What follows belongs to an exercise in optimizing a design on an open flow for small area; a production flow would make more cautious choices. Function not checked in this run: the RTL went through the layout flow alone. No activity file was given, so power comes from the tool's default toggle rates.

$ cat flow/standard.sh
#!/bin/bash
# synth_recipe.tcl (not shown) runs the flow's synth.tcl, then flattens the netlist and writes it again
# the make line also repeats each setting of config.mk as NAME=value (left out here)
make -C /OpenROAD-flow-scripts/flow DESIGN_CONFIG=/design/flow/config.mk WORK_HOME=/design/flow/orfs CLKGATE_MAP_FILE= SYNTH_SCRIPT=/design/flow/synth_recipe.tcl "${@:-finish}"
$ cat flow/flow/run.sh
#!/bin/bash
set -e
export CTS_ARGS="-sink_clustering_enable -repair_clock_nets -dont_use_dummy_load -buf_list {sky130_fd_sc_hd__clkbuf_16} -sink_clustering_size 20 -sink_clustering_max_diameter 120"
export BUFFER_PORTS_ARGS="-buffer_cell sky130_fd_sc_hd__buf_2"
bash standard.sh > standard.log 2>&1
$ cat flow/design.v
package rv_regfile_pkg;
  localparam int DEF_DATA_W = 32;
  localparam int DEF_DEPTH  = 32;
  localparam int REG_ZERO   = 0;
  function automatic int calc_aw(input int depth);
    if (depth < 2) calc_aw = 1;
    else calc_aw = $clog2(depth);
  endfunction
endpackage
module regfile_sb_pend
#(
  parameter int DEPTH = rv_regfile_pkg::DEF_DEPTH,
  parameter int AW    = rv_regfile_pkg::calc_aw(DEPTH)
) (
  input  logic             clk,
  input  logic             reset,
  input  logic [DEPTH-1:1] setr,
  input  logic [DEPTH-1:1] clr_n,
  input  logic [DEPTH-1:1] wen,
  input  logic             iss_valid,
  input  logic [AW-1:0]    iss_addr,
  input  logic [AW-1:0]    wr_addr,
  output logic [DEPTH-1:1] pend_n,
  output logic [AW:0]      pend_cnt
);
  localparam int CW = AW + 1;
  logic             inc, dec, hit_w;
  logic [CW-1:0]    cnt_nxt;
  for (genvar r = 1; r < DEPTH; r++) begin : g_pend
    always_ff @(posedge clk)
      pend_n[r] <= (pend_n[r] || wen[r]) && !setr[r];
  end
  regfile_sb_ao31 u_inc (.d(pend_n), .s(setr), .y(inc));
  regfile_sb_oa31 u_hit (.dn(pend_n), .sn(clr_n), .y(hit_w));
  always_comb begin
    dec     = hit_w && !(iss_valid && (iss_addr == wr_addr));
    cnt_nxt = pend_cnt + CW'(inc) - CW'(dec);
  end
  always_ff @(posedge clk) begin
    if (reset)
      pend_cnt <= '0;
    else
      pend_cnt <= cnt_nxt;
  end
endmodule
module regfile_sb
#(
  parameter  int DATA_W = rv_regfile_pkg::DEF_DATA_W,
  parameter  int DEPTH  = rv_regfile_pkg::DEF_DEPTH,
  parameter  int NUM_RD = 2,
  localparam int AW     = rv_regfile_pkg::calc_aw(DEPTH)
) (
  input  logic                     clk,
  input  logic                     reset,
  input  logic                     we,
  input  logic [AW-1:0]            wr_addr,
  input  logic [DATA_W-1:0]        wr_data,
  input  logic [NUM_RD*AW-1:0]     rd_addr,
  output logic [NUM_RD*DATA_W-1:0] rd_data,
  output logic [NUM_RD-1:0]        rd_busy,
  input  logic                     iss_valid,
  input  logic [AW-1:0]            iss_addr,
  output logic [AW:0]              pend_cnt,
  output logic                     all_clear
);
  logic [DEPTH-1:1][DATA_W-1:0] mem_n;
  logic [DEPTH-1:1]             pend_n;
  logic [DEPTH-1:1]             setr, clr_n;
  logic [1:0][DEPTH-1:1]        wen;
  logic [AW:0]                  cnt_q;
  logic [DATA_W-1:0]            wd_n;
  always_comb begin
    for (int r = 1; r < DEPTH; r++) begin
      setr[r]  = !reset && iss_valid && (iss_addr == AW'(r));
      clr_n[r] = !(we && (wr_addr == AW'(r)));
    end
  end
  for (genvar h = 0; h < 2; h++) begin : g_wen
    regfile_sb_wen #(.DEPTH(DEPTH)) u_wen (.clr_n(clr_n), .reset(reset), .wen(wen[h]));
  end
  regfile_sb_pend #(.DEPTH(DEPTH), .AW(AW)) u_pend (
    .clk       (clk),
    .reset     (reset),
    .setr      (setr),
    .clr_n     (clr_n),
    .wen       (wen[1]),
    .iss_valid (iss_valid),
    .iss_addr  (iss_addr),
    .wr_addr   (wr_addr),
    .pend_n    (pend_n),
    .pend_cnt  (cnt_q)
  );
  assign wd_n = ~wr_data | {DATA_W{reset}};
  for (genvar r = 1; r < DEPTH; r++) begin : g_reg
    always_ff @(posedge clk) begin
      if (wen[0][r])
        mem_n[r][DATA_W/2-1:0] <= wd_n[DATA_W/2-1:0];
      if (wen[1][r])
        mem_n[r][DATA_W-1:DATA_W/2] <= wd_n[DATA_W-1:DATA_W/2];
    end
  end
  assign pend_cnt  = reset ? '0 : cnt_q;
  assign all_clear = (pend_cnt == '0);
  for (genvar i = 0; i < NUM_RD; i++) begin : g_rd
    logic [AW-1:0]    a;
    logic [1:0][DEPTH-1:1] sel_n;
    assign a = rd_addr[i*AW +: AW];
    for (genvar h = 0; h < 2; h++) begin : g_sel
      regfile_sb_rdec #(.DEPTH(DEPTH), .AW(AW)) u_dec (.a(a), .reset(reset), .sel_n(sel_n[h]));
    end
    for (genvar k = 0; k <= DATA_W; k++) begin : g_bit
      logic [DEPTH-1:1] col;
      logic             y;
      for (genvar r = 1; r < DEPTH; r++) begin : g_col
        if (k < DATA_W) begin : g_d
          assign col[r] = mem_n[r][k];
        end else begin : g_b
          assign col[r] = pend_n[r];
        end
      end
      regfile_sb_oa31 u_oa (.dn(col), .sn(sel_n[k >= DATA_W/2]), .y(y));
      if (k < DATA_W) begin : g_od
        assign rd_data[i*DATA_W + k] = y;
      end else begin : g_ob
        assign rd_busy[i] = y;
      end
    end
  end
endmodule
module regfile_sb_oa31 (
  input  logic [30:0] dn,
  input  logic [30:0] sn,
  output logic        y
);
  logic [15:0] t;
  logic [7:0]  u;
  logic [1:0]  v;
  for (genvar g = 0; g < 15; g++) begin : g_oai
    regfile_sb_oai22 u_g (
      .a1(dn[2*g]),   .a2(sn[2*g]),
      .b1(dn[2*g+1]), .b2(sn[2*g+1]),
      .y (t[g])
    );
  end
  regfile_sb_nor2 u_t15 (.a(dn[30]), .b(sn[30]), .y(t[15]));
  regfile_sb_or16 u_y (.t(t), .y(y));
endmodule
module regfile_sb_oai22 (
  input  logic a1, a2, b1, b2,
  output logic y
);
  assign y = !((a1 || a2) && (b1 || b2));
endmodule
module regfile_sb_nor2 (
  input  logic a, b,
  output logic y
);
  assign y = !(a || b);
endmodule
module regfile_sb_nand4 (
  input  logic a, b, c, d,
  output logic y
);
  assign y = !(a && b && c && d);
endmodule
module regfile_sb_or2 (
  input  logic a, b,
  output logic y
);
  assign y = a || b;
endmodule
module regfile_sb_or16 (
  input  logic [15:0] t,
  output logic        y
);
  assign y = |t;
endmodule
module regfile_sb_ao31 (
  input  logic [30:0] d,
  input  logic [30:0] s,
  output logic        y
);
  logic [10:0] n;
  logic [2:0]  o;
  for (genvar g = 0; g < 10; g++) begin : g_aoi
    regfile_sb_aoi222 u_g (
      .a1(d[3*g]),   .a2(s[3*g]),
      .b1(d[3*g+1]), .b2(s[3*g+1]),
      .c1(d[3*g+2]), .c2(s[3*g+2]),
      .y (n[g])
    );
  end
  regfile_sb_nand2 u_n30 (.a(d[30]), .b(s[30]), .y(n[10]));
  regfile_sb_nand4 u_o0 (.a(n[0]), .b(n[1]), .c(n[2]),  .d(n[3]), .y(o[0]));
  regfile_sb_nand4 u_o1 (.a(n[4]), .b(n[5]), .c(n[6]),  .d(n[7]), .y(o[1]));
  regfile_sb_nand3 u_o2 (.a(n[8]), .b(n[9]), .c(n[10]), .y(o[2]));
  regfile_sb_or3   u_y  (.a(o[0]), .b(o[1]), .c(o[2]),  .y(y));
endmodule
module regfile_sb_aoi222 (
  input  logic a1, a2, b1, b2, c1, c2,
  output logic y
);
  assign y = !((a1 && a2) || (b1 && b2) || (c1 && c2));
endmodule
module regfile_sb_nand2 (
  input  logic a, b,
  output logic y
);
  assign y = !(a && b);
endmodule
module regfile_sb_nand3 (
  input  logic a, b, c,
  output logic y
);
  assign y = !(a && b && c);
endmodule
module regfile_sb_or3 (
  input  logic a, b, c,
  output logic y
);
  assign y = a || b || c;
endmodule
module regfile_sb_rdec
#(
  parameter int DEPTH = rv_regfile_pkg::DEF_DEPTH,
  parameter int AW    = rv_regfile_pkg::calc_aw(DEPTH)
) (
  input  logic [AW-1:0]    a,
  input  logic             reset,
  output logic [DEPTH-1:1] sel_n
);
  always_comb begin
    for (int r = 1; r < DEPTH; r++)
      sel_n[r] = reset || (a != AW'(r));
  end
endmodule
module regfile_sb_wen
#(
  parameter int DEPTH = rv_regfile_pkg::DEF_DEPTH
) (
  input  logic [DEPTH-1:1] clr_n,
  input  logic             reset,
  output logic [DEPTH-1:1] wen
);
  assign wen = ~clr_n | {(DEPTH-1){reset}};
endmodule
$ cat flow/constraint.sdc
create_clock -name core_clock -period 4.7 [get_ports {clk}]
set_input_delay 0.9400 -clock core_clock [delete_from_list [all_inputs] [get_ports {clk}]]
set_output_delay 0.9400 -clock core_clock [all_outputs]
set_load 0.01 [all_outputs]
$ cat flow/config.mk
export PLATFORM = sky130hd
export DESIGN_NAME = regfile_sb
export DESIGN_NICKNAME = regfile_sb
export VERILOG_FILES = /design/flow/design.v
export SDC_FILE = /design/flow/constraint.sdc
export NUM_CORES = 4
export LEC_CHECK = 0
export CAP_MARGIN = 20
export CORE_MARGIN = 2
export CORE_UTILIZATION = 60
export SETUP_SLACK_MARGIN = 0.1
export SLEW_MARGIN = 20
export SYNTH_HIERARCHICAL = 1
export SYNTH_MINIMUM_KEEP_SIZE = 0
==> run summary <==
[layout make-up]
class,instances,area share (%)
multi-input cells,1875,23.8
well taps,940,2.44
flip-flops and latches,1029,63.3
repair buffers,508,7.43
clock buffers,57,2.96
inverters,8,0.0622
diodes,5,0.0259
[per-layer routing]
metal	part of all wire [%]	wire length, µm	vias to the layer above
met3	13	20500	677
met5	0.017	27	-
li1	-	-	13900
met2	46	72400	3115
met4	9.2	14500	4
met1	32	50800	16500
[power by group]
part	internal, mW	switching [mW]
combinational	0.482	1.06
clock	2.14	2.76
sequential	10.9	0.415
total	13.5	4.23
[tightest hold or removal path, cell delays in order (launching register included)]
cell and delay, ps:
dfxtp_1 360, nor2_1 100, nor2_1 50
[registers in the layout (all words and copies together) (netlist names)]
name and cells:
u_pend.pend_cnt 6, u_pend.pend_n 31, mem_n 992
[per-module statistics from Yosys (local to each module, per instance), a selection]
module | cells inside | copies in the design | flops+latches
regfile_sb_aoi222 | 1 | 10 | 0
regfile_sb_oai22 | 1 | 1005 | 0
regfile_sb_nand3 | 1 | 1 | 0
regfile_sb | 1199 | 1 | 992
regfile_sb_nand4 | 1 | 2 | 0
regfile_sb_or16 | 5 | 67 | 0
regfile_sb_or3 | 1 | 1 | 0
regfile_sb_nor2 | 1 | 67 | 0
regfile_sb_nand2 | 1 | 1 | 0
[kinds of logic (layout without fill, tap and decap cells)]
family                   count (synthesis)  in the layout  share of synthesized area [%]
AO/OA/AOI/OAI                         1025           1025                           15.1
XOR/XNOR                                 9              9                          0.185
adder cells (fa/ha/maj)                  7              7                          0.223
buffers and inverters                  109            573                           1.62
flip-flops                            1029           1029                           71.6
other                                    0              5                              0
AND/OR/NAND/NOR                        834            834                           11.2
[worst max-delay path by stage]
stage,start,to,slack (ps),cells past startpoint
floorplan,iss_addr[4],u_pend.pend_cnt[4],900,16
global placement,reset,rd_data[58],90,10
detailed placement,reset,rd_data[58],20,10
CTS,reset,rd_data[35],170,9
global route,reset,rd_data[35],120,9
finish,reset,rd_data[35],10,9
[per-stage QoR]
stage	util, %	total power [mW]	cells	hold slack [ps]	setup slack, ps
after floorplan	-	12.2	3013	483	902
after global placement	66.6	12.9	4359	522	85.7
after detailed placement	66.7	13.0	4360	527	24.9
after CTS	68.7	17.7	4417	538	173
after global routing	68.8	18.2	4417	581	115
final	68.8	17.8	4422	544	13.0
[cell usage in the layout (no fill, tap or decap), types with 2 or more instances in the layout]
master / n
and4b_1: 3
clkbuf_16: 57
xnor2_1: 2
and2_1: 5
and2b_1: 2
nor3_1: 14
buf_4: 373
and4b_2: 4
nand4_1: 70
nor3_2: 10
nand3_1: 2
nor4_1: 275
xor2_1: 7
nor4b_4: 4
nor2_1: 137
and4bb_2: 16
o21bai_1: 2
nor4_2: 5
nand2b_2: 21
diode_2: 5
edfxtp_1: 992
nor4b_2: 8
a21o_1: 3
buf_2: 127
o22ai_1: 1005
nor2b_1: 16
a222oi_1: 10
nand2_1: 158
dfxtp_1: 37
buf_12: 7
ha_1: 6
inv_1: 8
a21oi_1: 3
nand2b_1: 77
==> metrics.md <==
| Metric | Value |
|---|---|
| DIE AREA | `0.0732 mm²` |
| Max incr delay on CP | `810 ps` |
| Hold_buf cts | `0` |
| Overflow after GRT | `0` |
| Most numerous cell in the Yosys netlist | `o22ai_1` |
| Cell Chain, Critical Path | `buf_4, buf_12, and4bb_2, nand2_1, o22ai_1, nor4_1, buf_4, nand4_1, buf_2` |
| Cell Pwr Density | `368 mW/mm²` |
| Router iterations before antenna repair | `8` |
| ANT nets after route | `0` |
| Final WL | `158,000 µm` |
| Post-synth EDFFs | `992` |
| Max Cap Violations | `0` |
| Die W | `271 µm` |
| Reg clk slew, reported paths | `90 ps` |
| Vias in the first global route | `32.7k` |
| Hold wc startpoint | `u_pend.pend_n[12]` |
| Bufs on Longest Clock Path | `3` |
| Worst Tran Pin Value | `1250 ps` |
| Slew HR | `16.9%` |
| Skew final | `49.4 ps` |
| Yosys warning total | `9` |
| Met2 usage | `66.8%` |
| Leak | `16.5 nW` |
| Worst setup SP type | `primary input` |
| Multi-input gate area | `0.0115 mm²` |
| Post_cts resized | `1` |
| HPWL after DPL | `105,000 µm` |
| Final hold vios | `0` |
| Synth cell count leaders | `o22ai_1 (1,005), edfxtp_1 (992), nor4_1 (280)` |
| Area after DPL | `0.0468 mm²` |
| Arrival time worst endpoint | `3750 ps` |
| Total global routing track utilization | `42.4%` |
| Setup CP Type | `in2out` |
| DRC Markers | `0` |
| Top post-synthesis cells by area | `edfxtp_1 (70%), o22ai_1 (15%), nor4_1 (4.1%)` |
| Starting Density | `60.8%` |
| Post-synthesis cell type count | `42` |
| DRT iter0 DRCs | `6,398` |
| Initial antenna violation count | `5` |
| Largest net degree at the start of global routing | `37` |
| Worst Hold Path EP | `u_pend.pend_n[12]` |
| Num rows | `97` |
| CTS H-tree depth | `2` |
| Top Usage Layer GRT | `met2` |
| FMAX | `0.213 GHz` |
| Mapped Nets | `3,076` |
| RSZ-0062 raised after global routing | `no` |
| Fraction of registers with async set/reset | `0%` |
| CTS sink cnt | `1,029` |
| Filler cell count | `4,960` |
| Min cycle time layout | `4690 ps` |
| Final period utilization | `99.7%` |
| Layout overhead on the synthesized area | `13.2%` |
| Share of cells above drive strength 1 | `18.3%` |
| Post-synthesis instance area | `0.0426 mm²` |
| Routability cong. | `1.08` |
| CP Capture Type | `output pin` |
| Crit path max-delay cell type | `nor4_1` |
| CTS Buf Count | `57` |
| Setup TNS | `0 ps` |
| Top cell family by delay on the critical path | `simple AND/OR/NAND/NOR gates` |
| Flops & latches, synth | `1,029` |
| Worst endpoint required time | `3760 ps` |
| VDD IR max | `0.317 mV` |
| Cells after synthesis | `3,013` |
| Fin. max-slew vios | `0` |
| Top cell by count, worst path | `buf_4` |
| CP Buf/Inv Count | `4` |
| Met1 GRT Util | `52.9%` |
| Hold Crit Depth | `2` |
| Worst hold path type | `reg2reg` |
| Ys flop type | `edfxtp_1` |
| Worst r2r path cells | `13` |
| Vias per cell | `7.73` |
| Share of Yosys cell area claimed by the top area cell type | `69.9%` |
| Clock tree from TritonCTS | `yes` |
| Reg area | `0.0305 mm²` |
| Met3 global-route usage | `8.27%` |
| Cell taking the most area after synthesis | `edfxtp_1` |
| Worst r2r src | `u_pend.pend_n[25]` |
| Worst r2r dst | `u_pend.pend_cnt[4]` |
| Outcome | `no timing/DRC/antenna violations` |
| First-pass GRT wire length | `224,000 µm` |
| IO Port Bufs | `128` |
| R2R Setup Slk | `1430 ps` |
| Wire length per cell | `35.8 µm` |
| Final Setup Violations | `0` |
| Postcts setup bufs | `0` |
| Net count, final | `3,542` |
| Fin area | `0.0483 mm²` |
| Core Area | `0.0701 mm²` |
| Clock latency (worst-skew pair) | `670 ps` |
| Die H | `271 µm` |
| Mean post-synth cell area | `14.2 µm²` |
| Root Driver | `clkbuf_16` |
| Boundary pin count | `129` |
| Max FO, Critical Path | `36` |
| Vias after detailed routing | `34.2k` |
| Sequential element share of the synthesized area | `71.6%` |

-- static timing again, ports no longer ideal --
In the flow no input, the clock included, has a driving cell. The finished layout below was timed again as built, in two steps. Step 1, drivers: a clkbuf_16 drives clk and a buf_2 each remaining input, both assumed. Step 2, shift: input delay + t, output delay - t, t = (earliest + latest rising clock arrival at the registers) / 2. This alone moves slack from input paths to output paths. Slacks: ideal / step 1 / step 2; pairs: ideal / step 1.
shift t [ns]: 0.711
setup WS [ns]: 0.013 / -0.015 / -0.015
worst setup path after step 2: input to output
latest minus earliest clock arrival (ns): 0.066 / 0.066
pins driven straight from the clock port: 1
With both steps, setup timing fails in this run, where it was met with ideal ports. For this run, drivers alone change the setup slack by -0.028 ns; drivers and shift together by -0.028 ns.
